What follows belongs to an exercise in optimizing a design on an open flow for small area, a short achievable clock period and few clock cycles per item; a production flow would make more cautious choices.
In this exercise RTL edits were held to simulation tests only and were not proved equivalent to the original.
Power and IR drop assume default switching activity.

### flow/config.mk
export PLATFORM = sky130hd
export DESIGN_NAME = ethernet_ipv4_header_classifier
export DESIGN_NICKNAME = ethernet_ipv4_header_classifier
export VERILOG_FILES = /design/flow/design.v
export SDC_FILE = /design/flow/constraint.sdc
export NUM_CORES = 4
export LEC_CHECK = 0
export ABC_AREA = 1
export CAP_MARGIN = 20
export CORE_MARGIN = 2
export CORE_UTILIZATION = 55
export CTS_BUF_LIST = sky130_fd_sc_hd__clkbuf_4 sky130_fd_sc_hd__clkbuf_8
export SETUP_SLACK_MARGIN = 3.45
export SLEW_MARGIN = 20
export TNS_END_PERCENT = 20
### flow/constraint.sdc
create_clock -name core_clock -period 5.5 [get_ports {clk}]
set_input_delay 1.1000 -clock core_clock [delete_from_list [all_inputs] [get_ports {clk}]]
set_output_delay 1.1000 -clock core_clock [all_outputs]
set_load 0.01 [all_outputs]
### flow/design.v
module ethernet_ipv4_header_classifier (
  input  logic         clk,
  input  logic         rst_n,
  input  logic         in_tvalid,
  output logic         in_tready,
  input  logic [7:0]   in_tdata,
  input  logic         in_tlast,
  output logic         out_tvalid,
  input  logic         out_tready,
  output logic [127:0] out_tdata
);
  logic [16:0] lc_r;         
  logic [5:0]  sp_r;         
  logic [1:0]  et_r;         
  logic        a4_r;         
  logic [1:0]  pr_r;         
  logic [3:0]  thm_r;        
  logic        tok_r;        
  logic [6:0]  q_r;          
  logic        ak_r;         
  logic        pk_r;         
  logic [31:0] src_r, dst_r;
  logic [7:0]  ttl_r;
  logic [15:0] sport_r, dport_r;
  logic        acc_o, dec_o, aok_o, pok_o;
  logic [2:0]  cls_o;
  logic        ov_r, skv_r, itr_r;
  logic [2:0]  sk_cls;       
  logic [7:0] d;
  logic fire, mid, ev, out_free, to_out, sk_move;
  assign d        = in_tdata;
  assign fire     = in_tvalid && itr_r;
  assign mid      = fire && !in_tlast;
  assign ev       = fire && in_tlast;
  assign out_free = !ov_r || out_tready;
  assign to_out   = ev && out_free;
  assign sk_move  = skv_r && out_tready;
  logic p12, p13, p14, p22, p23, pge13;
  logic [3:0] psrc, pdst;
  assign p12   = sp_r == 6'd12;
  assign p13   = sp_r == 6'd13;
  assign p14   = sp_r == 6'd14;
  assign p22   = sp_r == 6'd22;
  assign p23   = sp_r == 6'd23;
  assign psrc  = {sp_r == 6'd26, sp_r == 6'd27, sp_r == 6'd28, sp_r == 6'd29};
  assign pdst  = {sp_r == 6'd30, sp_r == 6'd31, sp_r == 6'd32, sp_r == 6'd33};
  assign pge13 = sp_r >= 6'd13;
  logic t1, t2, t3, t4, t13;
  assign t1  = q_r == 7'h7e;
  assign t2  = q_r == 7'h7f;
  assign t3  = q_r == 7'd0;
  assign t4  = q_r == 7'd1;
  assign t13 = q_r == 7'd10;
  logic e4_13, ea_13, e6_13, e4, ea, e6;
  assign e4_13 = et_r == 2'b01 && d == 8'h00;
  assign ea_13 = et_r == 2'b01 && d == 8'h06;
  assign e6_13 = et_r == 2'b10 && d == 8'hDD;
  assign e4 = p13 ? e4_13 : et_r == 2'b01;
  assign ea = p13 ? ea_13 : et_r == 2'b10;
  assign e6 = p13 ? e6_13 : et_r == 2'b11;
  logic ge, r_aok, r_acc, r_dec;
  logic [2:0] r_cls;
  assign ge    = pge13;
  assign r_aok = ak_r;
  assign r_cls[2] = ge && !e4 || r_aok && pr_r == 2'b00;
  assign r_cls[1] = ge && !e4 && !ea || r_aok && pr_r[1];
  assign r_cls[0] = ge && !e4 && !e6 || r_aok && pr_r[0];
  assign r_acc = ge && !e4 || r_aok;
  assign r_dec = ge && ea || r_aok;
  logic ak_nxt, pk_nxt;
  assign ak_nxt = ak_r || a4_r && q_r == 7'h7c;
  assign pk_nxt = pk_r || a4_r && !q_r[6] &&
                  (pr_r == 2'b01 && tok_r && q_r[5:2] == thm_r && q_r[1:0] == 2'b00 ||
                   pr_r == 2'b10 && q_r[5:0] == 6'd4);
  always_ff @(posedge clk) begin
    if (!rst_n) begin
      a4_r <= 1'b0;
      q_r  <= 7'h40;
      ak_r <= 1'b0;
      pk_r <= 1'b0;
    end else if (fire) begin
      ak_r <= !in_tlast && ak_nxt;
      pk_r <= !in_tlast && pk_nxt;
      if (in_tlast) begin
        a4_r <= 1'b0;
        q_r  <= 7'h40;
      end else if (p14 && d[3:0] >= 4'd5) begin
        a4_r <= e4 && d[7:4] == 4'd4;
        q_r  <= {1'b1, ~d[3:0], 2'b11};
      end else if (q_r != 7'd63) begin
        q_r <= q_r + 7'd1;
      end
    end
  end
  always_ff @(posedge clk) begin
    if (!rst_n) begin
      lc_r <= 17'd1;
      sp_r <= 6'd0;
    end else begin
      if (!ov_r) begin
        if (mid && !lc_r[16]) lc_r <= lc_r + 17'd1;
      end else if (out_tready) begin
        lc_r <= {11'd0, sp_r + {5'd0, mid} + 6'd1};
      end
      if (sk_move || to_out) begin
        sp_r <= 6'd0;
      end else if (mid && sp_r != 6'd63) begin
        sp_r <= sp_r + 6'd1;
      end
    end
  end
  always_ff @(posedge clk) begin
    if (fire) begin
      if (p12) et_r <= {d == 8'h86, d == 8'h08};
      if (p13) et_r <= e4_13 ? 2'b01 : ea_13 ? 2'b10 : e6_13 ? 2'b11 : 2'b00;
      if (p23) pr_r <= (d == 8'd6)  ? 2'b01 :
                       (d == 8'd17) ? 2'b10 :
                       (d == 8'd1)  ? 2'b11 : 2'b00;
      if (t13) begin
        thm_r <= d[7:4] - 4'd1;
        tok_r <= d[7:4] >= 4'd5;
      end
    end
  end
  logic       clr_a, clr_p;
  logic [7:0] da, dp;
  assign clr_a = sk_move || (to_out && !r_aok);
  assign clr_p = sk_move || (to_out && !pk_r);
  assign da    = clr_a ? 8'd0 : d;
  assign dp    = clr_p ? 8'd0 : d;
  always_ff @(posedge clk) begin
    if (clr_a || fire && p22) ttl_r <= da;
    for (int i = 0; i < 4; i++) begin
      if (clr_a || fire && psrc[i]) src_r[8*i +: 8] <= da;
      if (clr_a || fire && pdst[i]) dst_r[8*i +: 8] <= da;
    end
    if (clr_p || fire && t1) sport_r[15:8] <= dp;
    if (clr_p || fire && t2) sport_r[7:0]  <= dp;
    if (clr_p || fire && t3) dport_r[15:8] <= dp;
    if (clr_p || fire && t4) dport_r[7:0]  <= dp;
  end
  always_ff @(posedge clk) begin
    if (sk_move) begin
      cls_o <= sk_cls;
      acc_o <= sk_cls[2];
      dec_o <= sk_cls[2] && !sk_cls[1];
      aok_o <= 1'b0;
      pok_o <= 1'b0;
    end else if (to_out) begin
      cls_o <= r_cls;
      acc_o <= r_acc;
      dec_o <= r_dec;
      aok_o <= r_aok;
      pok_o <= pk_r;
    end
    if (ev && !out_free) sk_cls <= r_cls;
  end
  logic ov_nxt, skv_nxt, blk_nxt;
  assign ov_nxt  = ov_r && !out_tready || skv_r || ev;
  assign skv_nxt = skv_r ? !out_tready : ev && ov_r && !out_tready;
  assign blk_nxt = ov_r && !out_tready && (mid ? sp_r >= 6'd21 : sp_r >= 6'd22);
  always_ff @(posedge clk) begin
    if (!rst_n) begin
      ov_r  <= 1'b0;
      skv_r <= 1'b0;
      itr_r <= 1'b1;
    end else begin
      ov_r  <= ov_nxt;
      skv_r <= skv_nxt;
      itr_r <= !skv_nxt && !blk_nxt;
    end
  end
  assign in_tready  = itr_r;
  assign out_tvalid = ov_r;
  assign out_tdata  = {lc_r, dport_r, sport_r, pok_o, ttl_r, dst_r, src_r,
                       aok_o, dec_o, cls_o, acc_o};
endmodule
### flow/flow/run.sh
#!/bin/bash
# Standard synthesis, then the standard layout with plain buffers on the ports and
# without the delay cells as buffers.
set -uo pipefail
bash standard.sh synth > synth.log 2>&1 || exit 1
export BUFFER_PORTS_ARGS="-buffer_cell sky130_fd_sc_hd__buf_1"
export DONT_USE_CELLS="sky130_fd_sc_hd__clkdlybuf4s15_1 sky130_fd_sc_hd__clkdlybuf4s15_2 sky130_fd_sc_hd__clkdlybuf4s18_1 sky130_fd_sc_hd__clkdlybuf4s18_2 sky130_fd_sc_hd__clkdlybuf4s25_1 sky130_fd_sc_hd__clkdlybuf4s25_2 sky130_fd_sc_hd__clkdlybuf4s50_1 sky130_fd_sc_hd__clkdlybuf4s50_2 sky130_fd_sc_hd__dlygate4sd1_1 sky130_fd_sc_hd__dlygate4sd2_1 sky130_fd_sc_hd__dlygate4sd3_1 sky130_fd_sc_hd__dlymetal6s2s_1 sky130_fd_sc_hd__dlymetal6s4s_1 sky130_fd_sc_hd__dlymetal6s6s_1"
bash standard.sh > layout.log 2>&1
### flow/standard.sh
#!/bin/bash
# synth_recipe.tcl (not shown) runs the flow's synth.tcl, then flattens the netlist and writes it again
# the make line also repeats each setting of config.mk as NAME=value (left out here)
make -C /OpenROAD-flow-scripts/flow DESIGN_CONFIG=/design/flow/config.mk WORK_HOME=/design/flow/orfs CLKGATE_MAP_FILE= SYNTH_SCRIPT=/design/flow/synth_recipe.tcl "${@:-finish}"
==> results.cfg, run 1 <==
[status]
run_status = finished clean

[layout]
design.final.nets = 831
final-instance-count-excl-fill = 964
layout.filler_cells = 932
final_design_area_no_fill_um2 = 8460
flow.area_growth_from_synthesis_pct = 25.0
antenna_cells = 0
drive_above_1_share = 0.213

[global_route]
global_route.usage.total = 0.238
antenna_violations_before_repair = 0
number_of_global_route_vias_before_repair = 4655
globalRoute.totalOverflow = 0
maximum_number_of_pins_on_one_net_before_global_route_repair = 20
global_route_wire_length_before_repair_um = 23800

[critical_path]
crit_path_top_delay_cell = sky130_fd_sc_hd__edfxtp_1
critical_path.cell_chain = clkbuf_2
critical_path.max_fanout = 1
timing.setup.critical_path_class = reg2out
crit_required_ps = 4400
critical_path.n_buffers_inverters = 1
worst_setup_path_end_kind = output port
max_stage_delay_ps = 420
critical_path_arrival_ps = 1020
critPathLaunchType = flip-flop
worst_path_dominant_cell_family = flip-flops

[pwr]
power_leakage_nw = 3.16
ir_drop_mv = 0.152
pwr-share-comb = 0.097
power_frac_seq = 0.567
power.density_nw_per_um2 = 287
sw_frac_of_total = 0.263
clock_power_share = 0.336
power.net_switching_mw = 0.639
power_report.internal_total_mw = 1.79

[clock_tree]
clock_path_buffers = 2
cts.reportedPaths.clkPinSlew_ps = 80
tritoncts_clock_tree = built
cts_buffers = 17
worst_skew_pair.late_latency_ps = 460
cts.sinks = 159
clk_root_buffer_cell = sky130_fd_sc_hd__clkbuf_8
htreeDepth = 4
ctsHoldBuffers = 0

[routing]
drc = 0
via_per_inst = 5.44
routed-via-count = 5248
pre_antenna_drt_iters = 5
detail_route_antenna_nets = 0
totalWireLength_um = 16200
drtIter0Drc = 415
wire_length_per_cell_after_detailed_routing_um = 16.8

[timing]
worst_slack_ps = 3380
fin_setup_tns_ps = 0
clock-skew-final_ps = 11.8
post-route-period-util = 0.386
period_minus_slack_ps = 2120
fmax_mhz = 471
grt_setup_unrepaired = yes
slew_viol_final = 0
timing_hold_violations_final = 0
max_slew.worst_pin.slew_ps = 588
setup_viol = 0
timing.max_slew.rel_slack = 0.604

[synthesis]
synth_area_per_cell_um2 = 10.7
synth_most_common_cell = sky130_fd_sc_hd__edfxtp_1
most_numerous_cell_types_in_the_synthesized_netlist = 121 x sky130_fd_sc_hd__edfxtp_1, 119 x sky130_fd_sc_hd__nand2_1, 74 x sky130_fd_sc_hd__nor2_1, 69 x sky130_fd_sc_hd__inv_1
netlist_top_cells_area = sky130_fd_sc_hd__edfxtp_1 54%, sky130_fd_sc_hd__dfxtp_1 11%, sky130_fd_sc_hd__nand2_1 6.6%
netlist.top_cell.by_area = sky130_fd_sc_hd__edfxtp_1
synth-main-ff-cell = sky130_fd_sc_hd__edfxtp_1
synth_cells = 631
synth.ff_latch_count = 159
ys_async_sr_fraction = 0
synthesis.area_um2 = 6770
postSynthNetCount = 658
yosysWarningCount = 1
number_of_synthesized_flops_with_an_enable_pin = 121
synth.yosys.seq_area_share = 0.649
synth.lib_cells_used.distinct = 36
synth.top_cell.area_share = 0.536

[floorplanning]
rows = 40
height_of_the_chip_um = 115
chipWidth_um = 115
initial_utilization = 0.564
die-area_um2 = 13200
core_area_um2 = 12000
boundaryPins = 143

[run]
drv.max_cap_violation_count = 0

[placed_design]
place_congestion = 0.900
placed_instances = 909
dpl-instance-area_um2 = 7620
detailedPlacementHpwl_um = 11300
place.port_buffers = 142
placement.setup.worst_slack_ps = 2630

[worst_hold_path]
min-delay-path-class = reg2reg
[placed cells by master (no fill, tap or decap), types with 14 or more instances in the layout]
cell type                  instances
sky130_fd_sc_hd__buf_4            22
sky130_fd_sc_hd__nand2_1         112
sky130_fd_sc_hd__dfxtp_1          23
sky130_fd_sc_hd__nand3_1          37
sky130_fd_sc_hd__clkbuf_8         17
sky130_fd_sc_hd__buf_1           117
sky130_fd_sc_hd__nor2_1           62
sky130_fd_sc_hd__nand4_1          14
sky130_fd_sc_hd__inv_1            64
sky130_fd_sc_hd__o21ai_0          16
sky130_fd_sc_hd__edfxtp_1        121
sky130_fd_sc_hd__a21oi_1          26
[worst paths after layout]
path              depth (start not counted)            endpoint  slack, ps                  from
setup / recovery                          1       out_tdata[15]       3380    src_r[9]$_DFFE_PP_
hold / removal                            2  aok_o$_SDFFE_PP0P_        480    aok_o$_SDFFE_PP0P_
setup reg to reg                         12  cls_o[1]$_DFFE_PP_       3630  sp_r[1]$_SDFFE_PP0P_
hold reg to reg                           2  aok_o$_SDFFE_PP0P_        480    aok_o$_SDFFE_PP0P_
[final cells by class]
cell class / instances / area, µm² / area share
Sequential cell: 159 / 4430 / 0.523
Multi-Input combinational cell: 385 / 2360 / 0.278
Timing Repair Buffer: 164 / 811 / 0.0958
Inverter: 77 / 315 / 0.0373
Clock buffer: 17 / 234 / 0.0276
Tap cell: 147 / 184 / 0.0217
Clock inverter: 15 / 136 / 0.0161
[through the flow]
step / utilization / hold slack [ps] / power, mW
after global placement: 0.634 / 470 / 1.61
after CTS: 0.676 / 483 / 2.42
final: 0.705 / 481 / 2.43
after floorplan: - / 426 / 1.54
after detailed placement: 0.634 / 469 / 1.61
after global routing: 0.705 / 504 / 2.51
[power by group through the flow]
stage / registers [mW] / clock network, mW / logic [mW]
finish: 1.38 / 0.815 / 0.235
global route: 1.38 / 0.876 / 0.257
CTS: 1.38 / 0.824 / 0.216
detailed placement: 1.41 / 0 / 0.204
global placement: 1.41 / 0 / 0.201
floorplan: 1.42 / 0 / 0.113
[per-layer routing]
layer	routed length (µm)	up-vias	GRT usage	part of all wire
met1	7210	2455	0.335	0.45
met3	1160	30	0.0506	0.072
li1	-	2494	-	-
met2	7480	269	0.366	0.46
met5	0	-	0	0
met4	302	0	0.0916	0.019
[kinds of logic after synthesis]
kind of cell               Yosys count  synth area share
adders and majority gates           14            0.0259
xor gates and xnor gates             8            0.0103
and+or+nand+nor                    282             0.192
DFF                                159             0.649
AOI/OAI and AO/OA                   80            0.0663
buffers and inverters               88            0.0569
[timing repair]
action,in CTS,in global routing
buffers inserted,2,20
pin swaps,2,3
gates resized for setup,28,78
endpoints found under the setup margin,368,338
hold endpoints to repair,0,0
cloned,0,1
[flip-flops by register name, summed over array words and instances, names as in the netlist, 2 cells and up]
register  count
sp_r          6
ttl_r         8
src_r        32
sk_cls        3
et_r          2
cls_o         3
dport_r      16
pr_r          2
dst_r        32
thm_r         4
q_r           7
lc_r         17
sport_r      16
Testbench counts, summed over its fixed seeds: cycles 308,813, bytes 308,670.
==> inputs of run 2 (changes only) <==
--- a/flow/config.mk
+++ b/flow/config.mk
@@ -8,8 +8,9 @@
 export ABC_AREA = 1
 export CAP_MARGIN = 20
 export CORE_MARGIN = 2
-export CORE_UTILIZATION = 55
+export CORE_UTILIZATION = 50
 export CTS_BUF_LIST = sky130_fd_sc_hd__clkbuf_4 sky130_fd_sc_hd__clkbuf_8
-export SETUP_SLACK_MARGIN = 3.45
+export PLACE_DENSITY = 0.75
+export SETUP_SLACK_MARGIN = 3.4
 export SLEW_MARGIN = 20
 export TNS_END_PERCENT = 20
==> results.cfg, run 2 <==
[timing]
fin_setup_tns_ps = 0
period_minus_slack_ps = 2170
timing.max_slew.rel_slack = 0.598
grt_setup_unrepaired = yes
slew_viol_final = 0
post-route-period-util = 0.394
setup_viol = 0
clock-skew-final_ps = 16.2
fmax_mhz = 461
max_slew.worst_pin.slew_ps = 597
timing_hold_violations_final = 0

[synthesis]
most_numerous_cell_types_in_the_synthesized_netlist = 121 x sky130_fd_sc_hd__edfxtp_1, 119 x sky130_fd_sc_hd__nand2_1, 74 x sky130_fd_sc_hd__nor2_1, 69 x sky130_fd_sc_hd__inv_1
ys_async_sr_fraction = 0
number_of_synthesized_flops_with_an_enable_pin = 121
yosysWarningCount = 1
synth-main-ff-cell = sky130_fd_sc_hd__edfxtp_1
postSynthNetCount = 658
synthesis.area_um2 = 6770
synth_most_common_cell = sky130_fd_sc_hd__edfxtp_1
synth_area_per_cell_um2 = 10.7
synth_cells = 631
netlist_top_cells_area = sky130_fd_sc_hd__edfxtp_1 54%, sky130_fd_sc_hd__dfxtp_1 11%, sky130_fd_sc_hd__nand2_1 6.6%
synth.top_cell.area_share = 0.536
netlist.top_cell.by_area = sky130_fd_sc_hd__edfxtp_1
synth.lib_cells_used.distinct = 36
synth.yosys.seq_area_share = 0.649
synth.ff_latch_count = 159

[critical_path]
max_stage_delay_ps = 450
worst_path_dominant_cell_family = flip-flops
critical_path.max_fanout = 1
crit_required_ps = 4400
worst_setup_path_end_kind = output port
critical_path.cell_chain = buf_1
critPathLaunchType = flip-flop
critical_path_arrival_ps = 1070
crit_path_top_delay_cell = sky130_fd_sc_hd__edfxtp_1
critical_path.n_buffers_inverters = 1
timing.setup.critical_path_class = reg2out

[routing]
totalWireLength_um = 16200
drc = 0
pre_antenna_drt_iters = 5
drtIter0Drc = 509
wire_length_per_cell_after_detailed_routing_um = 16.5
via_per_inst = 5.37
detail_route_antenna_nets = 0
routed-via-count = 5290

[clock_tree]
ctsHoldBuffers = 0
clk_root_buffer_cell = sky130_fd_sc_hd__clkbuf_8
htreeDepth = 4
tritoncts_clock_tree = built
cts.sinks = 159
cts_buffers = 17
cts.reportedPaths.clkPinSlew_ps = 100
worst_skew_pair.late_latency_ps = 470
clock_path_buffers = 2

[pwr]
power.density_nw_per_um2 = 292
ir_drop_mv = 0.129
p_total_mw = 2.41
power_leakage_nw = 3.00

[global_route]
globalRoute.totalOverflow = 0
number_of_global_route_vias_before_repair = 4759
global_route.usage.total = 0.225
global_route_wire_length_before_repair_um = 24800
maximum_number_of_pins_on_one_net_before_global_route_repair = 20
antenna_violations_before_repair = 0

[floorplanning]
core_area_um2 = 13200
chipWidth_um = 120
die-area_um2 = 14500
boundaryPins = 143
initial_utilization = 0.512
height_of_the_chip_um = 120
rows = 42

[placed_design]
detailedPlacementHpwl_um = 11800
place_congestion = 0.945
place.port_buffers = 142
dpl-instance-area_um2 = 7630

[layout]
antenna_cells = 0
drive_above_1_share = 0.163
flow.area_growth_from_synthesis_pct = 21.9
leading_cell_type_in_the_layout_fill_and_taps_excluded = sky130_fd_sc_hd__buf_1
final_design_area_no_fill_um2 = 8260
most-common-layout-cells = 138 x sky130_fd_sc_hd__buf_1, 121 x sky130_fd_sc_hd__edfxtp_1, 112 x sky130_fd_sc_hd__nand2_1
layout.filler_cells = 1078
design.final.nets = 823
biggest_registers_after_layout = dst_r x32, src_r x32, lc_r x17

[worst_hold_path]
min-delay-path-class = reg2reg

[status]
run_status = finished clean

[run]
drv.max_cap_violation_count = 0
-- run 2: cell count changes in the layout (fill, tap and decap cells not counted), moves of 5 or more --
cell,previous run,this run
sky130_fd_sc_hd__buf_1,117,138
sky130_fd_sc_hd__clkbuf_2,10,4
sky130_fd_sc_hd__buf_4,22,14
sky130_fd_sc_hd__buf_6,13,0
sky130_fd_sc_hd__dfxtp_1,23,33
sky130_fd_sc_hd__dfxtp_4,6,1
sky130_fd_sc_hd__dfxtp_2,9,4
-- run 2: cells by family (layout without fill, tap and decap cells) --
group           after synthesis  after routing  share of synthesized area
buf+inv                      88            266                     0.0569
compound gates               80             80                     0.0663
xor+xnor                      8              8                     0.0103
flops                       159            159                      0.649
fa+ha+maj                    14             14                     0.0259
simple gates                282            282                      0.192
-- run 2: stage by stage --
step,utilization,setup WS (ps),cells,hold slack (ps)
6_report,0.624,3330,985,469
5_1_grt,0.624,3300,985,496
4_1_cts,0.612,3270,973,457
3_5_place_dp,0.576,2690,938,444
3_3_place_gp,0.576,2760,938,444
2_1_floorplan,-,3280,631,426
-- run 2: layer usage --
metal	part of all wire	up-vias	track usage
li1	-	2483	-
met1	0.42	2478	0.310
met2	0.46	290	0.354
met3	0.092	39	0.0500
met4	0.021	0	0.0821
met5	0	-	0
-- run 2: tightest hold or removal path, stage by stage (launching register included) --
cell and delay (ps):
sky130_fd_sc_hd__dfxtp_1 310, sky130_fd_sc_hd__inv_1 60, sky130_fd_sc_hd__a21oi_1 50
-- run 2: worst paths after layout --
| check | cells after the start | start | end | slack [ps] |
|---|---|---|---|---|
| min reg2reg | 2 | aok_o$_SDFFE_PP0P_ | aok_o$_SDFFE_PP0P_ | 470 |
| max reg2reg | 10 | sp_r[0]$_SDFFE_PP0P_ | q_r[4]$_SDFFE_PN0P_ | 3660 |
| min | 2 | aok_o$_SDFFE_PP0P_ | aok_o$_SDFFE_PP0P_ | 470 |
| max | 1 | dec_o$_DFFE_PP_ | out_tdata[4] | 3330 |
-- run 2: timing repair --
item,in CTS,in global routing
pin swaps,2,2
gates resized for setup,15,20
setup endpoints to repair,300,358
buffers inserted,3,12
-- run 2: final cells by class --
class / instances / area, µm² / share of cell area
Inverter: 77 / 308 / 0.0373
Clock inverter: 14 / 124 / 0.0150
Tap cell: 176 / 220 / 0.0267
Sequential cell: 159 / 4400 / 0.533
Timing Repair Buffer: 157 / 663 / 0.0803
Multi-Input combinational cell: 384 / 2300 / 0.278
Clock buffer: 18 / 241 / 0.0292
-- run 2: report_power, final --
group | leakage [nW] | switching [mW] | internal [mW]
registers | 1.46 | 0.0257 | 1.35
logic | 1.37 | 0.160 | 0.0666
clock network | 0.179 | 0.468 | 0.333
total | 3.00 | 0.653 | 1.75
==> inputs of run 3 (changes only) <==
--- a/flow/config.mk
+++ b/flow/config.mk
@@ -10,7 +10,6 @@
 export CORE_MARGIN = 2
 export CORE_UTILIZATION = 50
 export CTS_BUF_LIST = sky130_fd_sc_hd__clkbuf_4 sky130_fd_sc_hd__clkbuf_8
-export PLACE_DENSITY = 0.75
 export SETUP_SLACK_MARGIN = 3.4
 export SLEW_MARGIN = 20
 export TNS_END_PERCENT = 20
==> results.cfg, run 3 <==
[status]
run_status = finished clean

[critical_path]
timing.setup.critical_path_class = reg2out
critPathLaunchType = flip-flop
crit_path_top_delay_cell = sky130_fd_sc_hd__edfxtp_1
critical_path_arrival_ps = 1020
critical_path.n_buffers_inverters = 1
critical_path.cell_chain = buf_1
max_stage_delay_ps = 420
worst_setup_path_end_kind = output port
critical_path.max_fanout = 1
worst_path_dominant_cell_family = flip-flops
crit_required_ps = 4400

[layout]
layout.filler_cells = 1144
most-common-layout-cells = 136 x sky130_fd_sc_hd__buf_1, 121 x sky130_fd_sc_hd__edfxtp_1, 113 x sky130_fd_sc_hd__nand2_1
leading_cell_type_in_the_layout_fill_and_taps_excluded = sky130_fd_sc_hd__buf_1
final_design_area_no_fill_um2 = 8280
design.final.nets = 819
biggest_registers_after_layout = dst_r x32, src_r x32, lc_r x17
multi_input_comb_area_um2 = 2330
flow.area_growth_from_synthesis_pct = 22.3
drive_above_1_share = 0.178
final-instance-count-excl-fill = 981
register_area_um2 = 4410
antenna_cells = 0

[floorplanning]
initial_utilization = 0.512
height_of_the_chip_um = 120
chipWidth_um = 120
die-area_um2 = 14500
boundaryPins = 143
rows = 42
core_area_um2 = 13200

[synthesis]
complex_gate_fraction_of_the_synthesized_area = 0.0663
muxShareOfSynthArea = 0
yosysWarningCount = 1
synth.ff_latch_count = 159
synth_most_common_cell = sky130_fd_sc_hd__edfxtp_1
synth_cells = 631
netlist_top_cells_area = sky130_fd_sc_hd__edfxtp_1 54%, sky130_fd_sc_hd__dfxtp_1 11%, sky130_fd_sc_hd__nand2_1 6.6%
synth.lib_cells_used.distinct = 36
synth.yosys.seq_area_share = 0.649
synthAdderAreaFrac = 0.0259
dominant_combinational_cell_family_by_area_after_synthesis = simple AND/OR/NAND/NOR gates
synth.top_cell.area_share = 0.536
synth_area_per_cell_um2 = 10.7
synth-xor-area-share = 0.0103
number_of_synthesized_flops_with_an_enable_pin = 121
netlist.top_cell.by_area = sky130_fd_sc_hd__edfxtp_1
post_synth_and_or_nand_nor_area_fraction = 0.192
postSynthNetCount = 658
most_numerous_cell_types_in_the_synthesized_netlist = 121 x sky130_fd_sc_hd__edfxtp_1, 119 x sky130_fd_sc_hd__nand2_1, 74 x sky130_fd_sc_hd__nor2_1, 69 x sky130_fd_sc_hd__inv_1
ys_async_sr_fraction = 0
synth-main-ff-cell = sky130_fd_sc_hd__edfxtp_1
synthesis.area_um2 = 6770

[pwr]
p_total_mw = 2.44
power_leakage_nw = 3.00
ir_drop_mv = 0.165
power.density_nw_per_um2 = 295

[routing]
drtIter0Drc = 492
via_per_inst = 5.20
totalWireLength_um = 16300
pre_antenna_drt_iters = 5
drc = 0
wire_length_per_cell_after_detailed_routing_um = 16.6
detail_route_antenna_nets = 0
routed-via-count = 5100

[timing]
timing.max_slew.rel_slack = 0.611
fmax_mhz = 472
worst_slack_ps = 3380
post-route-period-util = 0.385
period_minus_slack_ps = 2120
fin_setup_tns_ps = 0
setup_viol = 0
timing_hold_violations_final = 0
clock-skew-final_ps = 12.1
grt_setup_unrepaired = yes
slew_viol_final = 0
max_slew.worst_pin.slew_ps = 579

[clock_tree]
cts.sinks = 159
worst_skew_pair.late_latency_ps = 450
clock_path_buffers = 2
cts.reportedPaths.clkPinSlew_ps = 90
ctsHoldBuffers = 0
clk_root_buffer_cell = sky130_fd_sc_hd__clkbuf_8
tritoncts_clock_tree = built
htreeDepth = 4
cts_buffers = 17

[global_route]
globalRoute.totalOverflow = 0
global_route_wire_length_before_repair_um = 25000
antenna_violations_before_repair = 0
maximum_number_of_pins_on_one_net_before_global_route_repair = 20
number_of_global_route_vias_before_repair = 4679
global_route.usage.total = 0.228

[worst_hold_path]
min-delay-path-class = reg2reg

[placed_design]
placed_instances = 938
place_congestion = 0.889
dpl-instance-area_um2 = 7630
place.port_buffers = 142
detailedPlacementHpwl_um = 11900
placement.setup.worst_slack_ps = 2660

[run]
drv.max_cap_violation_count = 0
==> run 3: cell counts after synthesis <==
No cell type changed its count.
==> run 3: stage by stage <==
| stage | utilization | hold WS (ps) |
|---|---|---|
| floorplan | - | 426 |
| global placement | 0.576 | 469 |
| detailed placement | 0.576 | 460 |
| CTS | 0.615 | 472 |
| global route | 0.626 | 509 |
| finish | 0.626 | 474 |
==> run 3: tightest hold or removal path, delay by kind of cell (launching register included) <==
kind | cells | cell delay, ps
compound gates | 1 | 50
buf+inv | 1 | 50
flops | 1 | 340
==> run 3: layout make-up <==
type,count,share of cell area
Sequential cell,159,0.533
Multi-Input combinational cell,384,0.281
Timing Repair Buffer,153,0.0760
Inverter,77,0.0375
Clock buffer,17,0.0282
Tap cell,176,0.0266
Clock inverter,15,0.0181
==> run 3: layer usage <==
metal	routed length, µm	share of wire	track usage	vias to the layer above
met4	198	0.012	0.0661	0
li1	-	-	-	2466
met3	1110	0.068	0.0524	18
met5	0	0	0	-
met1	7540	0.46	0.333	2401
met2	7430	0.46	0.343	215
==> run 3: power breakdown <==
| group | internal, mW | switching (mW) |
|---|---|---|
| Sequential | 1.35 | 0.0262 |
| Combinational | 0.0663 | 0.158 |
| Clock | 0.370 | 0.466 |
| Total | 1.79 | 0.651 |
==> run 3: cells by family (layout without fill, tap and decap cells) <==
| group | count (synthesis) | after routing |
|---|---|---|
| simple gates | 282 | 282 |
| compound gates | 80 | 80 |
| fa+ha+maj | 14 | 14 |
| flops | 159 | 159 |
| buf+inv | 88 | 262 |
| xor+xnor | 8 | 8 |
==> run 3: worst paths after layout <==
check / start / slack (ps) / endpoint / cells after the start
hold / removal: aok_o$_SDFFE_PP0P_ / 470 / aok_o$_SDFFE_PP0P_ / 2
setup / recovery: ttl_r[0]$_DFFE_PP_ / 3380 / out_tdata[70] / 1
setup reg to reg: sp_r[1]$_SDFFE_PP0P_ / 3650 / cls_o[1]$_DFFE_PP_ / 12
hold reg to reg: aok_o$_SDFFE_PP0P_ / 470 / aok_o$_SDFFE_PP0P_ / 2
==> run 3: what timing repair did <==
item	CTS	global route
endpoints found under the setup margin	280	343
buffers inserted	3	8
gates cloned	0	0
resized for setup	18	38
pin swaps	2	2
==> inputs of run 4 (changes only) <==
--- a/flow/flow/run.sh
+++ b/flow/flow/run.sh
@@ -5,4 +5,5 @@
 bash standard.sh synth > synth.log 2>&1 || exit 1
 export BUFFER_PORTS_ARGS="-buffer_cell sky130_fd_sc_hd__buf_1"
 export DONT_USE_CELLS="sky130_fd_sc_hd__clkdlybuf4s15_1 sky130_fd_sc_hd__clkdlybuf4s15_2 sky130_fd_sc_hd__clkdlybuf4s18_1 sky130_fd_sc_hd__clkdlybuf4s18_2 sky130_fd_sc_hd__clkdlybuf4s25_1 sky130_fd_sc_hd__clkdlybuf4s25_2 sky130_fd_sc_hd__clkdlybuf4s50_1 sky130_fd_sc_hd__clkdlybuf4s50_2 sky130_fd_sc_hd__dlygate4sd1_1 sky130_fd_sc_hd__dlygate4sd2_1 sky130_fd_sc_hd__dlygate4sd3_1 sky130_fd_sc_hd__dlymetal6s2s_1 sky130_fd_sc_hd__dlymetal6s4s_1 sky130_fd_sc_hd__dlymetal6s6s_1"
+export CTS_ARGS="-sink_clustering_enable -repair_clock_nets -dont_use_dummy_load -buf_list {sky130_fd_sc_hd__clkbuf_4 sky130_fd_sc_hd__clkbuf_8}"
 bash standard.sh > layout.log 2>&1
==> results.cfg, run 4 <==
[timing]
slew_viol_final = 0
timing.max_slew.rel_slack = 0.622
setup_viol = 0
max_slew.worst_pin.slew_ps = 562
fmax_mhz = 474
period_minus_slack_ps = 2110
fin_setup_tns_ps = 0
timing_hold_violations_final = 0
grt_setup_unrepaired = yes
clock-skew-final_ps = 21.7
final_hold_slack_ps = 476
post-route-period-util = 0.384

[critical_path]
max_stage_delay_ps = 160
critical_path.n_buffers_inverters = 3
critical_path_arrival_ps = 2170
critical_path.max_fanout = 12
critical_path.cell_chain = buf_2 > nand2_8 > inv_8 > nand3_2 > nand2_4 > o21ai_4 > buf_4 > o31ai_4
worst_path_dominant_cell_family = buffers and inverters
timing.setup.critical_path_class = in2reg
worst_setup_path_end_kind = flip-flop
crit_path_top_delay_cell = sky130_fd_sc_hd__buf_4
critPathLaunchType = input pin
crit_required_ps = 5560

[synthesis]
most_numerous_cell_types_in_the_synthesized_netlist = 121 x sky130_fd_sc_hd__edfxtp_1, 119 x sky130_fd_sc_hd__nand2_1, 74 x sky130_fd_sc_hd__nor2_1, 69 x sky130_fd_sc_hd__inv_1
synth.ff_latch_count = 159
synth.lib_cells_used.distinct = 36
synth_area_per_cell_um2 = 10.7
synth_most_common_cell = sky130_fd_sc_hd__edfxtp_1
postSynthNetCount = 658
netlist_top_cells_area = sky130_fd_sc_hd__edfxtp_1 54%, sky130_fd_sc_hd__dfxtp_1 11%, sky130_fd_sc_hd__nand2_1 6.6%
synth-main-ff-cell = sky130_fd_sc_hd__edfxtp_1
synth_cells = 631
netlist.top_cell.by_area = sky130_fd_sc_hd__edfxtp_1
synthesis.area_um2 = 6770
synth.yosys.seq_area_share = 0.649
number_of_synthesized_flops_with_an_enable_pin = 121
yosysWarningCount = 1
synth.top_cell.area_share = 0.536
ys_async_sr_fraction = 0

[layout]
layout.filler_cells = 1155
drive_above_1_share = 0.156
antenna_cells = 0
most-common-layout-cells = 137 x sky130_fd_sc_hd__buf_1, 121 x sky130_fd_sc_hd__edfxtp_1, 109 x sky130_fd_sc_hd__nand2_1
biggest_registers_after_layout = dst_r x32, src_r x32, lc_r x17
flow.area_growth_from_synthesis_pct = 20.4
leading_cell_type_in_the_layout_fill_and_taps_excluded = sky130_fd_sc_hd__buf_1
core_occupancy_in_the_finished_layout = 0.616
final-instance-count-excl-fill = 969
design.final.nets = 822

[global_route]
globalRoute.totalOverflow = 0
global_route.usage.total = 0.227
antenna_violations_before_repair = 0
global_route_wire_length_before_repair_um = 24800
number_of_global_route_vias_before_repair = 4663
maximum_number_of_pins_on_one_net_before_global_route_repair = 20

[routing]
totalWireLength_um = 16200
detail_route_antenna_nets = 0
wire_length_per_cell_after_detailed_routing_um = 16.7
drc = 0
via_per_inst = 5.25
drtIter0Drc = 504
pre_antenna_drt_iters = 5
routed-via-count = 5089

[clock_tree]
htreeDepth = 4
worst_skew_pair.late_latency_ps = 450
clock_path_buffers = 2
cts.reportedPaths.clkPinSlew_ps = 60
clk_root_buffer_cell = sky130_fd_sc_hd__clkbuf_8
cts.sinks = 159
cts_buffers = 17
tritoncts_clock_tree = built

[placed_design]
place.port_buffers = 142
placed_instances = 938
detailedPlacementHpwl_um = 11900
place_congestion = 0.889

[pwr]
ir_drop_mv = 0.132
p_total_mw = 2.24
power_frac_seq = 0.617
clock_power_share = 0.282
power_report.internal_total_mw = 1.70
pwr-share-comb = 0.101
power.net_switching_mw = 0.543
power_leakage_nw = 2.95
sw_frac_of_total = 0.243
power.density_nw_per_um2 = 274

[worst_hold_path]
min-delay-path-class = reg2reg

[floorplanning]
core_area_um2 = 13200
height_of_the_chip_um = 120
die-area_um2 = 14500
initial_utilization = 0.512
boundaryPins = 143
rows = 42
chipWidth_um = 120

[run]
drv.max_cap_violation_count = 0

[status]
run_status = finished clean
-- run 4: power groups by stage --
stage          clock (mW)  sequential (mW)  combinational (mW)
2_1_floorplan           0             1.42               0.112
3_3_place_gp            0             1.41               0.201
3_5_place_dp            0             1.41               0.204
4_1_cts             0.644             1.38               0.214
5_1_grt             0.691             1.39               0.249
6_report            0.631             1.38               0.226
-- run 4: area by class of cell --
cell class | count | area (µm²) | area share
Clock buffer | 17 | 234 | 0.0287
Inverter | 77 | 310 | 0.0380
Multi-Input combinational cell | 384 | 2330 | 0.286
Sequential cell | 159 | 4400 | 0.540
Tap cell | 176 | 220 | 0.0270
Timing Repair Buffer | 156 | 657 | 0.0805
-- run 4: cell families (layout without fill, tap and decap cells) --
logic type,Yosys count,after routing,synth area share
simple gates,282,282,0.192
flops,159,159,0.649
buf+inv,88,250,0.0569
compound gates,80,80,0.0663
fa+ha+maj,14,14,0.0259
xor+xnor,8,8,0.0103
-- run 4: worst min-delay path, stage by stage, from the launching register on --
cell and delay, ps:
sky130_fd_sc_hd__dfxtp_1 330, sky130_fd_sc_hd__inv_1 60, sky130_fd_sc_hd__a21oi_1 50
-- run 4: metrics by stage --
stage          area, µm²  setup WS [ps]
2_1_floorplan       6970           3280
3_3_place_gp        7630           2700
3_5_place_dp        7630           2660
4_1_cts             7990           3310
5_1_grt             8160           3340
6_report            8160           3390
-- run 4: repair_timing --
action                                 4_1_cts  5_1_grt
setup endpoints to repair                  265      301
hold buffers                                 0        0
pin swaps                                    2        8
resized for setup                           18       28
buffers inserted                             4       10
endpoints found under the hold margin        0        0
-- run 4: final timing paths --
check,start,endpoint,slack (ps),cells after the start
max,in_tvalid,sport_r[0]$_DFFE_PP_,3390,8
min reg2reg,aok_o$_SDFFE_PP0P_,aok_o$_SDFFE_PP0P_,480,2
max reg2reg,sp_r[1]$_SDFFE_PP0P_,cls_o[0]$_DFFE_PP_,3610,9
min,aok_o$_SDFFE_PP0P_,aok_o$_SDFFE_PP0P_,480,2
-- run 4: routing by layer --
metal,up-vias,routed length (µm),track usage,part of all wire
met5,-,0,0,0
met4,0,243,0.0807,0.015
met3,19,966,0.0448,0.060
met2,203,7400,0.346,0.46
met1,2412,7590,0.326,0.47
li1,2455,-,-,-
==> inputs of run 5 (changes only) <==
--- a/flow/design.v
+++ b/flow/design.v
@@ -14,8 +14,7 @@
   logic [1:0]  et_r;         
   logic        a4_r;         
   logic [1:0]  pr_r;         
-  logic [3:0]  thm_r;        
-  logic        tok_r;        
+  logic        tdn_r;        
   logic [6:0]  q_r;          
   logic        ak_r;         
   logic        pk_r;         
@@ -46,11 +45,11 @@
   assign pdst  = {sp_r == 6'd30, sp_r == 6'd31, sp_r == 6'd32, sp_r == 6'd33};
   assign pge13 = sp_r >= 6'd13;
   logic t1, t2, t3, t4, t13;
-  assign t1  = q_r == 7'h7e;
-  assign t2  = q_r == 7'h7f;
-  assign t3  = q_r == 7'd0;
-  assign t4  = q_r == 7'd1;
-  assign t13 = q_r == 7'd10;
+  assign t1  = !tdn_r && q_r == 7'h7e;
+  assign t2  = !tdn_r && q_r == 7'h7f;
+  assign t3  = !tdn_r && q_r == 7'd0;
+  assign t4  = !tdn_r && q_r == 7'd1;
+  assign t13 = !tdn_r && q_r == 7'd10;
   logic e4_13, ea_13, e6_13, e4, ea, e6;
   assign e4_13 = et_r == 2'b01 && d == 8'h00;
   assign ea_13 = et_r == 2'b01 && d == 8'h06;
@@ -70,23 +69,28 @@
   logic ak_nxt, pk_nxt;
   assign ak_nxt = ak_r || a4_r && q_r == 7'h7c;
   assign pk_nxt = pk_r || a4_r && !q_r[6] &&
-                  (pr_r == 2'b01 && tok_r && q_r[5:2] == thm_r && q_r[1:0] == 2'b00 ||
-                   pr_r == 2'b10 && q_r[5:0] == 6'd4);
+                  (pr_r == 2'b01 && tdn_r && q_r[5:0] == 6'd48 ||
+                   pr_r == 2'b10 && !tdn_r && q_r[5:0] == 6'd4);
   always_ff @(posedge clk) begin
     if (!rst_n) begin
-      a4_r <= 1'b0;
-      q_r  <= 7'h40;
-      ak_r <= 1'b0;
-      pk_r <= 1'b0;
+      a4_r  <= 1'b0;
+      q_r   <= 7'h40;
+      tdn_r <= 1'b0;
+      ak_r  <= 1'b0;
+      pk_r  <= 1'b0;
     end else if (fire) begin
       ak_r <= !in_tlast && ak_nxt;
       pk_r <= !in_tlast && pk_nxt;
       if (in_tlast) begin
-        a4_r <= 1'b0;
-        q_r  <= 7'h40;
+        a4_r  <= 1'b0;
+        q_r   <= 7'h40;
+        tdn_r <= 1'b0;
       end else if (p14 && d[3:0] >= 4'd5) begin
         a4_r <= e4 && d[7:4] == 4'd4;
         q_r  <= {1'b1, ~d[3:0], 2'b11};
+      end else if (t13) begin
+        q_r   <= (d[7:4] >= 4'd5) ? {1'b0, ~d[7:4], 2'b11} : 7'd63;
+        tdn_r <= 1'b1;
       end else if (q_r != 7'd63) begin
         q_r <= q_r + 7'd1;
       end
@@ -116,10 +120,6 @@
       if (p23) pr_r <= (d == 8'd6)  ? 2'b01 :
                        (d == 8'd17) ? 2'b10 :
                        (d == 8'd1)  ? 2'b11 : 2'b00;
-      if (t13) begin
-        thm_r <= d[7:4] - 4'd1;
-        tok_r <= d[7:4] >= 4'd5;
-      end
     end
   end
   logic       clr_a, clr_p;
==> flow/flow/run.sh (replaced) <==
#!/bin/bash
# Standard synthesis, then the standard layout with plain buffers on the ports and
# without the delay cells as buffers.
set -uo pipefail
bash standard.sh synth > synth.log 2>&1 || exit 1
export BUFFER_PORTS_ARGS="-buffer_cell sky130_fd_sc_hd__buf_1"
export DONT_USE_CELLS="sky130_fd_sc_hd__clkdlybuf4s15_1 sky130_fd_sc_hd__clkdlybuf4s15_2 sky130_fd_sc_hd__clkdlybuf4s18_1 sky130_fd_sc_hd__clkdlybuf4s18_2 sky130_fd_sc_hd__clkdlybuf4s25_1 sky130_fd_sc_hd__clkdlybuf4s25_2 sky130_fd_sc_hd__clkdlybuf4s50_1 sky130_fd_sc_hd__clkdlybuf4s50_2 sky130_fd_sc_hd__dlygate4sd1_1 sky130_fd_sc_hd__dlygate4sd2_1 sky130_fd_sc_hd__dlygate4sd3_1 sky130_fd_sc_hd__dlymetal6s2s_1 sky130_fd_sc_hd__dlymetal6s4s_1 sky130_fd_sc_hd__dlymetal6s6s_1"
bash standard.sh > layout.log 2>&1
==> results.cfg, run 5 <==
[synthesis]
postSynthNetCount = 682
synth.ff_latch_count = 155
yosysWarningCount = 1
synth-main-ff-cell = sky130_fd_sc_hd__edfxtp_1
synth_most_common_cell = sky130_fd_sc_hd__nand2_1
synth_area_per_cell_um2 = 10.1
synth.lib_cells_used.distinct = 42
ys_async_sr_fraction = 0
synth_cells = 658
synth.top_cell.area_share = 0.522
synth.yosys.seq_area_share = 0.639
synthesis.area_um2 = 6680
netlist.top_cell.by_area = sky130_fd_sc_hd__edfxtp_1
number_of_synthesized_flops_with_an_enable_pin = 116
most_numerous_cell_types_in_the_synthesized_netlist = 127 x sky130_fd_sc_hd__nand2_1, 116 x sky130_fd_sc_hd__edfxtp_1, 86 x sky130_fd_sc_hd__nor2_1, 82 x sky130_fd_sc_hd__inv_1, 47 x sky130_fd_sc_hd__nand3_1
netlist_top_cells_area = sky130_fd_sc_hd__edfxtp_1 52%, sky130_fd_sc_hd__dfxtp_1 12%, sky130_fd_sc_hd__nand2_1 7.1%

[timing]
max_slew.worst_pin.slew_ps = 598
timing.max_slew.rel_slack = 0.600
clock-skew-final_ps = 9.36
post-route-period-util = 0.397
fmax_mhz = 458
setup_viol = 0
timing_hold_violations_final = 0
slew_viol_final = 0
grt_setup_unrepaired = yes
fin_setup_tns_ps = 0
period_minus_slack_ps = 2180

[placed_design]
place.port_buffers = 142
detailedPlacementHpwl_um = 11700
place_congestion = 0.895

[routing]
totalWireLength_um = 15800
routed-via-count = 5167
wl_met3_um = 867
route.layer.met1.wl_um = 7340
met2_length_um = 7340
pre_antenna_drt_iters = 5
via_per_inst = 5.15
detail_route_antenna_nets = 0
wire_length_per_cell_after_detailed_routing_um = 15.7
drtIter0Drc = 461
top_layer_used = met4
drc = 0

[layout]
most-common-layout-cells = 139 x sky130_fd_sc_hd__buf_1, 123 x sky130_fd_sc_hd__nand2_1, 116 x sky130_fd_sc_hd__edfxtp_1
layout.filler_cells = 1193
flow.area_growth_from_synthesis_pct = 21.5
drive_above_1_share = 0.140
biggest_registers_after_layout = dst_r x32, src_r x32, lc_r x17
multi_input_comb_area_um2 = 2270
antenna_cells = 0
design.final.nets = 839
leading_cell_type_in_the_layout_fill_and_taps_excluded = sky130_fd_sc_hd__buf_1
register_area_um2 = 4270
core_occupancy_in_the_finished_layout = 0.617

[critical_path]
timing.setup.critical_path_class = reg2out
critical_path.max_fanout = 5
crit_required_ps = 4400
critical_path.n_buffers_inverters = 1
critPathLaunchType = flip-flop
worst_path_dominant_cell_family = flip-flops
critical_path.cell_chain = buf_1
ff2ff_path_depth = 11
critical_path_arrival_ps = 1080
path_depth = 1
max_stage_delay_ps = 450
crit_path_top_delay_cell = sky130_fd_sc_hd__dfxtp_1
worst_setup_path_end_kind = output port

[status]
run_status = finished clean

[clock_tree]
clk_root_buffer_cell = sky130_fd_sc_hd__clkbuf_8
ctsHoldBuffers = 0
cts.sinks = 155
tritoncts_clock_tree = built
worst_skew_pair.late_latency_ps = 450
cts.reportedPaths.clkPinSlew_ps = 90
clock_path_buffers = 2
cts_buffers = 17
htreeDepth = 4

[floorplanning]
chipWidth_um = 120
rows = 42
boundaryPins = 143
initial_utilization = 0.508
core_area_um2 = 13100
height_of_the_chip_um = 120
die-area_um2 = 14300

[global_route]
number_of_global_route_vias_before_repair = 4767
globalRoute.totalOverflow = 0
maximum_number_of_pins_on_one_net_before_global_route_repair = 17
global_route.usage.total = 0.226
global_route_wire_length_before_repair_um = 24800
antenna_violations_before_repair = 0

[worst_hold_path]
worst_hold_path_cell_count = 2
min-delay-path-class = reg2reg

[pwr]
power.density_nw_per_um2 = 301
power_leakage_nw = 3.09
p_total_mw = 2.44
ir_drop_mv = 0.145

[run]
drv.max_cap_violation_count = 0
## run 5: changes by cell type after synthesis, sizes merged, moves of 2 or more
cell and delta:
nand2 +5, a21oi +5, nand4 -4, xor2 -3, nor3 +14, o211ai -2, edfxtp -5, ha -3
o21ai -10, inv +12, nand3 +7, nor2 +12, nand3b -3
## run 5: power by group
| part | internal [mW] | leakage [nW] | switching, mW | total (mW) |
|---|---|---|---|---|
| combinational | 0.0658 | 1.47 | 0.166 | 0.231 |
| clock | 0.425 | 0.195 | 0.442 | 0.866 |
| sequential | 1.32 | 1.42 | 0.0258 | 1.35 |
| total | 1.81 | 3.09 | 0.633 | 2.44 |
## run 5: final timing paths
kind	from	slack, ps	end
setup / recovery	lc_r[3]$_SDFFE_PN0P_	3320	out_tdata[114]
hold / removal	pok_o$_SDFFE_PP0P_	460	pok_o$_SDFFE_PP0P_
setup reg to reg	sp_r[0]$_SDFFE_PP0P_	3580	q_r[2]$_SDFFE_PN0P_
hold reg to reg	pok_o$_SDFFE_PP0P_	460	pok_o$_SDFFE_PP0P_
## run 5: cells by family (layout without fill, tap and decap cells)
| family | Yosys count | after routing | share of synthesized area |
|---|---|---|---|
| simple gates | 311 | 311 | 0.208 |
| xor+xnor | 4 | 4 | 0.00525 |
| compound gates | 76 | 76 | 0.0654 |
| flops | 155 | 155 | 0.639 |
| buf+inv | 101 | 271 | 0.0620 |
| fa+ha+maj | 11 | 11 | 0.0206 |
## run 5: timing repair
action / in CTS / in global routing
pin swaps: 0 / 3
endpoints found under the hold margin: 0 / 0
buffers inserted: 0 / 7
setup endpoints to repair: 226 / 282
resized for setup: 17 / 18
## run 5: cell type report
cell class                 instances  share of cell area
clock inverter                    13              0.0193
multi-input combinational        402               0.280
clock buffer                      19              0.0307
tap                              176              0.0271
timing repair buffer             149              0.0727
inverter                          90              0.0440
sequential                       155               0.526
## run 5: through the flow
step | cell area, µm² | hold WS (ps) | cells | worst slack, ps
floorplan | 6890 | 426 | 658 | 3220
global placement | 7560 | 446 | 965 | 2570
detailed placement | 7560 | 448 | 965 | 2470
CTS | 8020 | 460 | 997 | 3290
global route | 8110 | 482 | 1004 | 3270
finish | 8110 | 461 | 1004 | 3320
## run 5: metal layers
metal  track usage  vias to the layer above
li1              -                     2528
met1         0.310                     2427
met2         0.360                      196
met3        0.0466                       16
met4        0.0816                        0
met5             0                        -
Testbench counts of run 5, summed over its fixed seeds: cycles 308,813, bytes 308,670.
==> inputs of run 6 (changes only) <==
--- a/flow/flow/run.sh
+++ b/flow/flow/run.sh
@@ -5,4 +5,5 @@
 bash standard.sh synth > synth.log 2>&1 || exit 1
 export BUFFER_PORTS_ARGS="-buffer_cell sky130_fd_sc_hd__buf_1"
 export DONT_USE_CELLS="sky130_fd_sc_hd__clkdlybuf4s15_1 sky130_fd_sc_hd__clkdlybuf4s15_2 sky130_fd_sc_hd__clkdlybuf4s18_1 sky130_fd_sc_hd__clkdlybuf4s18_2 sky130_fd_sc_hd__clkdlybuf4s25_1 sky130_fd_sc_hd__clkdlybuf4s25_2 sky130_fd_sc_hd__clkdlybuf4s50_1 sky130_fd_sc_hd__clkdlybuf4s50_2 sky130_fd_sc_hd__dlygate4sd1_1 sky130_fd_sc_hd__dlygate4sd2_1 sky130_fd_sc_hd__dlygate4sd3_1 sky130_fd_sc_hd__dlymetal6s2s_1 sky130_fd_sc_hd__dlymetal6s4s_1 sky130_fd_sc_hd__dlymetal6s6s_1"
+export CTS_ARGS="-sink_clustering_enable -repair_clock_nets -dont_use_dummy_load -buf_list {sky130_fd_sc_hd__clkbuf_4 sky130_fd_sc_hd__clkbuf_8}"
 bash standard.sh > layout.log 2>&1
--- a/flow/config.mk
+++ b/flow/config.mk
@@ -10,6 +10,6 @@
 export CORE_MARGIN = 2
 export CORE_UTILIZATION = 50
 export CTS_BUF_LIST = sky130_fd_sc_hd__clkbuf_4 sky130_fd_sc_hd__clkbuf_8
-export SETUP_SLACK_MARGIN = 3.4
+export SETUP_SLACK_MARGIN = 3.43
 export SLEW_MARGIN = 20
 export TNS_END_PERCENT = 20
==> results.cfg, run 6 <==
[status]
run_status = finished clean

[layout]
antenna_cells = 0
layout.filler_cells = 1172
biggest_registers_after_layout = dst_r x32, src_r x32, lc_r x17
drive_above_1_share = 0.146
leading_cell_type_in_the_layout_fill_and_taps_excluded = sky130_fd_sc_hd__buf_1
design.final.nets = 854
flow.area_growth_from_synthesis_pct = 21.5
most-common-layout-cells = 137 x sky130_fd_sc_hd__buf_1, 121 x sky130_fd_sc_hd__nand2_1, 116 x sky130_fd_sc_hd__edfxtp_1

[placed_design]
place_congestion = 0.919
place.port_buffers = 142
detailedPlacementHpwl_um = 11900

[critical_path]
max_stage_delay_ps = 430
critPathLaunchType = flip-flop
critical_path.max_fanout = 5
crit_path_top_delay_cell = sky130_fd_sc_hd__dfxtp_1
timing.setup.critical_path_class = reg2out
critical_path_arrival_ps = 1040
critical_path.n_buffers_inverters = 1
critical_path.cell_chain = buf_1
worst_path_dominant_cell_family = flip-flops
crit_required_ps = 4400
worst_setup_path_end_kind = output port

[timing]
timing.max_slew.rel_slack = 0.661
timing_hold_violations_final = 0
post-route-period-util = 0.389
clock-skew-final_ps = 26.8
fmax_mhz = 467
final_hold_slack_ps = 451
grt_setup_unrepaired = yes
fin_setup_tns_ps = 0
setup_viol = 0
slew_viol_final = 0
max_slew.worst_pin.slew_ps = 509
period_minus_slack_ps = 2140

[synthesis]
postSynthNetCount = 682
most_numerous_cell_types_in_the_synthesized_netlist = 127 x sky130_fd_sc_hd__nand2_1, 116 x sky130_fd_sc_hd__edfxtp_1, 86 x sky130_fd_sc_hd__nor2_1, 82 x sky130_fd_sc_hd__inv_1, 47 x sky130_fd_sc_hd__nand3_1
synth-main-ff-cell = sky130_fd_sc_hd__edfxtp_1
synth.top_cell.area_share = 0.522
yosysWarningCount = 1
netlist_top_cells_area = sky130_fd_sc_hd__edfxtp_1 52%, sky130_fd_sc_hd__dfxtp_1 12%, sky130_fd_sc_hd__nand2_1 7.1%
synth_cells = 658
synth.lib_cells_used.distinct = 42
number_of_synthesized_flops_with_an_enable_pin = 116
synthesis.area_um2 = 6680
synth.ff_latch_count = 155
netlist.top_cell.by_area = sky130_fd_sc_hd__edfxtp_1
ys_async_sr_fraction = 0
synth_most_common_cell = sky130_fd_sc_hd__nand2_1
synth.yosys.seq_area_share = 0.639
synth_area_per_cell_um2 = 10.1

[floorplanning]
chipWidth_um = 120
die-area_um2 = 14300
core_area_um2 = 13100
boundaryPins = 143
rows = 42
initial_utilization = 0.508
height_of_the_chip_um = 120

[clock_tree]
cts.sinks = 155
cts.reportedPaths.clkPinSlew_ps = 70
cts_buffers = 17
clk_root_buffer_cell = sky130_fd_sc_hd__clkbuf_8
worst_skew_pair.late_latency_ps = 450
htreeDepth = 4
tritoncts_clock_tree = built
clock_path_buffers = 2

[global_route]
global_route.usage.total = 0.234
antenna_violations_before_repair = 0
globalRoute.totalOverflow = 0
global_route_wire_length_before_repair_um = 25600
grt_util_met2 = 0.363
grt_util_met1 = 0.333
maximum_number_of_pins_on_one_net_before_global_route_repair = 17
number_of_global_route_vias_before_repair = 4878
grt.busiest_layer = met2
grt_util_met3 = 0.0442

[routing]
drc = 0
routed-via-count = 5203
detail_route_antenna_nets = 0
totalWireLength_um = 16100
pre_antenna_drt_iters = 5
drtIter0Drc = 422
wire_length_per_cell_after_detailed_routing_um = 16.1
via_per_inst = 5.18

[pwr]
ir_drop_mv = 0.124
power.density_nw_per_um2 = 273
power_leakage_nw = 3.10

[run]
drv.max_cap_violation_count = 0

[worst_hold_path]
min-delay-path-class = reg2reg
-- run 6: area by class of cell --
| cell class | count | area, µm² | area share |
|---|---|---|---|
| repair buffers | 164 | 723 | 0.0891 |
| inverters | 90 | 359 | 0.0443 |
| clock buffers | 17 | 234 | 0.0288 |
| flip-flops and latches | 155 | 4270 | 0.526 |
| multi-input cells | 402 | 2310 | 0.285 |
| well taps | 176 | 220 | 0.0271 |
-- run 6: report_power, final --
group | internal (mW) | switching, mW
sequential | 1.32 | 0.0249
clock | 0.272 | 0.349
combinational | 0.0759 | 0.171
total | 1.67 | 0.545
-- run 6: logic make-up after synthesis --
| group | Yosys count | synth area share |
|---|---|---|
| flip-flops | 155 | 0.639 |
| AND/OR/NAND/NOR | 311 | 0.208 |
| adder cells (fa/ha/maj) | 11 | 0.0206 |
| XOR/XNOR | 4 | 0.00525 |
| buffers and inverters | 101 | 0.0620 |
| AO/OA/AOI/OAI | 76 | 0.0654 |
-- run 6: final timing paths --
kind	start	cells after the start	to	slack, ps
worst min-delay path	pok_o$_SDFFE_PP0P_	2	pok_o$_SDFFE_PP0P_	450
worst max register to register	sp_r[0]$_SDFFE_PP0P_	11	q_r[3]$_SDFFE_PN0P_	3580
worst max-delay path	lc_r[3]$_SDFFE_PN0P_	1	out_tdata[114]	3360
worst min register to register	pok_o$_SDFFE_PP0P_	2	pok_o$_SDFFE_PP0P_	450
-- run 6: through the flow --
stage / power (mW) / std cells / worst slack, ps / instance area [µm²] / utilization
2_1_floorplan: 1.51 / 658 / 3220 / 6890 / -
3_5_place_dp: 1.59 / 965 / 2610 / 7570 / 0.576
6_report: 2.21 / 1004 / 3360 / 8110 / 0.618
5_1_grt: 2.31 / 1004 / 3290 / 8110 / 0.618
4_1_cts: 2.21 / 982 / 3240 / 7860 / 0.598
3_3_place_gp: 1.59 / 965 / 2670 / 7570 / 0.576
-- run 6: per-layer routing --
| metal | share of wire | vias to the layer above |
|---|---|---|
| met4 | 0.013 | 0 |
| met5 | 0 | - |
| met1 | 0.46 | 2452 |
| met2 | 0.47 | 188 |
| met3 | 0.057 | 15 |
| li1 | - | 2548 |
-- run 6: repair_timing --
item,4_1_cts,5_1_grt
hold buffers,0,0
pin swaps,1,6
buffers inserted,0,22
gates resized for setup,20,30
setup endpoints to repair,269,359
==> inputs of run 7 (changes only) <==
--- a/flow/config.mk
+++ b/flow/config.mk
@@ -10,6 +10,6 @@
 export CORE_MARGIN = 2
 export CORE_UTILIZATION = 50
 export CTS_BUF_LIST = sky130_fd_sc_hd__clkbuf_4 sky130_fd_sc_hd__clkbuf_8
-export SETUP_SLACK_MARGIN = 3.43
+export SETUP_SLACK_MARGIN = 3.37
 export SLEW_MARGIN = 20
 export TNS_END_PERCENT = 20
==> results.cfg, run 7 <==
[timing]
worst_slack_ps = 3340
timing_hold_violations_final = 0
slew_viol_final = 0
grt_setup_unrepaired = yes
period_minus_slack_ps = 2160
final_hold_slack_ps = 462
fin_setup_tns_ps = 0
max_slew.worst_pin.slew_ps = 635
setup_viol = 0
clock-skew-final_ps = 27.8
fmax_mhz = 463
timing.max_slew.rel_slack = 0.575
post-route-period-util = 0.393

[synthesis]
synth_cells = 658
synth.ff_latch_count = 155
synth_area_per_cell_um2 = 10.1
postSynthNetCount = 682
synth.top_cell.area_share = 0.522
ys_async_sr_fraction = 0
netlist.top_cell.by_area = sky130_fd_sc_hd__edfxtp_1
synth.yosys.seq_area_share = 0.639
netlist_top_cells_area = sky130_fd_sc_hd__edfxtp_1 52%, sky130_fd_sc_hd__dfxtp_1 12%, sky130_fd_sc_hd__nand2_1 7.1%
yosysWarningCount = 1
synth_most_common_cell = sky130_fd_sc_hd__nand2_1
synth-main-ff-cell = sky130_fd_sc_hd__edfxtp_1
synthesis.area_um2 = 6680
most_numerous_cell_types_in_the_synthesized_netlist = 127 x sky130_fd_sc_hd__nand2_1, 116 x sky130_fd_sc_hd__edfxtp_1, 86 x sky130_fd_sc_hd__nor2_1, 82 x sky130_fd_sc_hd__inv_1, 47 x sky130_fd_sc_hd__nand3_1
synth.lib_cells_used.distinct = 42
number_of_synthesized_flops_with_an_enable_pin = 116

[placed_design]
detailedPlacementHpwl_um = 11900
place_congestion = 0.882
place.port_buffers = 142
placement.setup.worst_slack_ps = 2500

[global_route]
global_route_wire_length_before_repair_um = 24500
antenna_violations_before_repair = 0
globalRoute.totalOverflow = 0
maximum_number_of_pins_on_one_net_before_global_route_repair = 17
number_of_global_route_vias_before_repair = 4789
global_route.usage.total = 0.223

[floorplanning]
rows = 42
initial_utilization = 0.508
chipWidth_um = 120
boundaryPins = 143
core_area_um2 = 13100
height_of_the_chip_um = 120
die-area_um2 = 14300

[routing]
drc = 0
routed-via-count = 5117
pre_antenna_drt_iters = 5
wire_length_per_cell_after_detailed_routing_um = 15.7
totalWireLength_um = 15500
via_per_inst = 5.16
drtIter0Drc = 403
detail_route_antenna_nets = 0

[clock_tree]
clock_path_buffers = 2
htreeDepth = 4
cts.sinks = 155
worst_skew_pair.late_latency_ps = 450
cts_buffers = 17
clk_root_buffer_cell = sky130_fd_sc_hd__clkbuf_8
cts.reportedPaths.clkPinSlew_ps = 60
tritoncts_clock_tree = built
ctsHoldBuffers = 0

[critical_path]
timing.setup.critical_path_class = reg2out
critical_path_arrival_ps = 1060
critical_path.max_fanout = 10
crit_required_ps = 4400
worst_path_dominant_cell_family = flip-flops
critPathLaunchType = flip-flop
critical_path.n_buffers_inverters = 1
crit_path_top_delay_cell = sky130_fd_sc_hd__dfxtp_2
worst_setup_path_end_kind = output port
critical_path.cell_chain = buf_1
max_stage_delay_ps = 450

[layout]
antenna_cells = 0
leading_cell_type_in_the_layout_fill_and_taps_excluded = sky130_fd_sc_hd__buf_1
design.final.nets = 841
drive_above_1_share = 0.126
flow.area_growth_from_synthesis_pct = 19.4
layout.filler_cells = 1183
biggest_registers_after_layout = dst_r x32, src_r x32, lc_r x17
most-common-layout-cells = 139 x sky130_fd_sc_hd__buf_1, 123 x sky130_fd_sc_hd__nand2_1, 116 x sky130_fd_sc_hd__edfxtp_1
core_occupancy_in_the_finished_layout = 0.607

[pwr]
pwr-share-comb = 0.105
power.density_nw_per_um2 = 274
power_report.internal_total_mw = 1.66
power_frac_seq = 0.616
clock_power_share = 0.278
sw_frac_of_total = 0.241
ir_drop_mv = 0.110
power.net_switching_mw = 0.526
p_total_mw = 2.19
power_leakage_nw = 3.03

[worst_hold_path]
min-delay-path-class = reg2reg

[status]
run_status = finished clean

[run]
drv.max_cap_violation_count = 0
## run 7: layer usage
layer / routed length, µm / GRT usage / share of wire
met5: 0 / 0 / 0
met2: 7250 / 0.356 / 0.47
met1: 6920 / 0.306 / 0.45
met4: 265 / 0.0787 / 0.017
met3: 1090 / 0.0447 / 0.070
## run 7: layout make-up
cell class                 count  area (µm²)  area share
timing repair buffer         151         617      0.0774
multi-input combinational    402        2270       0.285
clock buffer                  17         234      0.0294
inverter                      90         362      0.0454
sequential                   155        4270       0.535
tap                          176         220      0.0276
## run 7: worst register-to-register path, cell delays in order, from the launching register on
cell and delay [ps]:
sky130_fd_sc_hd__dfxtp_1 380, sky130_fd_sc_hd__inv_1 160, sky130_fd_sc_hd__ha_1 220, sky130_fd_sc_hd__nand3_1 170
sky130_fd_sc_hd__nor2_1 330, sky130_fd_sc_hd__nand3_1 130, sky130_fd_sc_hd__nand2_1 100, sky130_fd_sc_hd__o21ai_2 60
sky130_fd_sc_hd__nand2_1 60, sky130_fd_sc_hd__nand2_1 60
## run 7: what timing repair did
item,4_1_cts,5_1_grt
gates resized for setup,18,24
cloned,0,0
endpoints found under the setup margin,183,217
pin swaps,0,5
setup buffers,0,9
## run 7: path summary, 6_finish.rpt
path	depth (start not counted)	startpoint	to	slack, ps
min reg2reg	2	pok_o$_SDFFE_PP0P_	pok_o$_SDFFE_PP0P_	460
min	2	pok_o$_SDFFE_PP0P_	pok_o$_SDFFE_PP0P_	460
max reg2reg	9	sp_r[1]$_SDFFE_PP0P_	cls_o[0]$_DFFE_PP_	3600
max	1	ov_r$_SDFF_PN0_	out_tvalid	3340
## run 7: stage by stage
step	area [µm²]	std cells
floorplan	6880	658
global route	7970	991
finish	7970	991
global placement	7550	965
detailed placement	7550	965
CTS	7840	982
## run 7: power by group through the flow
stage | Clock [mW] | Sequential, mW | Combinational (mW)
floorplan | 0 | 1.39 | 0.120
global placement | 0 | 1.37 | 0.214
detailed placement | 0 | 1.37 | 0.217
CTS | 0.629 | 1.35 | 0.223
global route | 0.675 | 1.35 | 0.255
finish | 0.609 | 1.35 | 0.230
## run 7: kinds of logic (layout without fill, tap and decap cells)
kind of cell | after synthesis | count (layout) | share of synthesized area
and+or+nand+nor | 311 | 311 | 0.208
DFF | 155 | 155 | 0.639
buffers and inverters | 101 | 258 | 0.0620
AOI/OAI and AO/OA | 76 | 76 | 0.0654
adders and majority gates | 11 | 11 | 0.0206
xor gates and xnor gates | 4 | 4 | 0.00525

==> static timing again, ports no longer ideal <==
Ports are ideal in the flow. The routed layouts listed here were re-timed in OpenROAD.
Step 1 (the two cells are an assumption about what drives the block):
set clk [get_ports {clk}]
set_driving_cell -lib_cell sky130_fd_sc_hd__clkbuf_16 $clk
set_driving_cell -lib_cell sky130_fd_sc_hd__buf_2 [delete_from_list [all_inputs] $clk]
Step 2, shift: input delay + t, output delay - t, t = (earliest + latest rising clock arrival at the registers) / 2. This alone moves slack from input paths to output paths.
a / b / c = ideal ports / drivers / drivers and shift; a / b = the first two.
run | t (ns) | slack for setup (ns) | slew at the worst register clock pin (ns)
run 1 | 0.487 | 3.377 / 3.339 / 2.945 | 0.09 / 0.09
run 2 | 0.493 | 3.331 / 3.295 / 2.903 | 0.10 / 0.10
run 3 | 0.480 | 3.383 / 3.347 / 2.944 | 0.09 / 0.09
run 4 | 0.468 | 3.390 / 3.367 / 2.936 | 0.09 / 0.09
run 5 | 0.484 | 3.319 / 3.283 / 2.903 | 0.09 / 0.09
run 6 | 0.468 | 3.361 / 3.326 / 2.981 | 0.09 / 0.09
run 7 | 0.472 | 3.338 / 3.301 / 2.894 | 0.08 / 0.08
After both steps setup and hold are still met in every run listed. For run 4, which loses most, drivers alone change the setup slack by -0.023 ns; drivers and shift together by -0.454 ns.
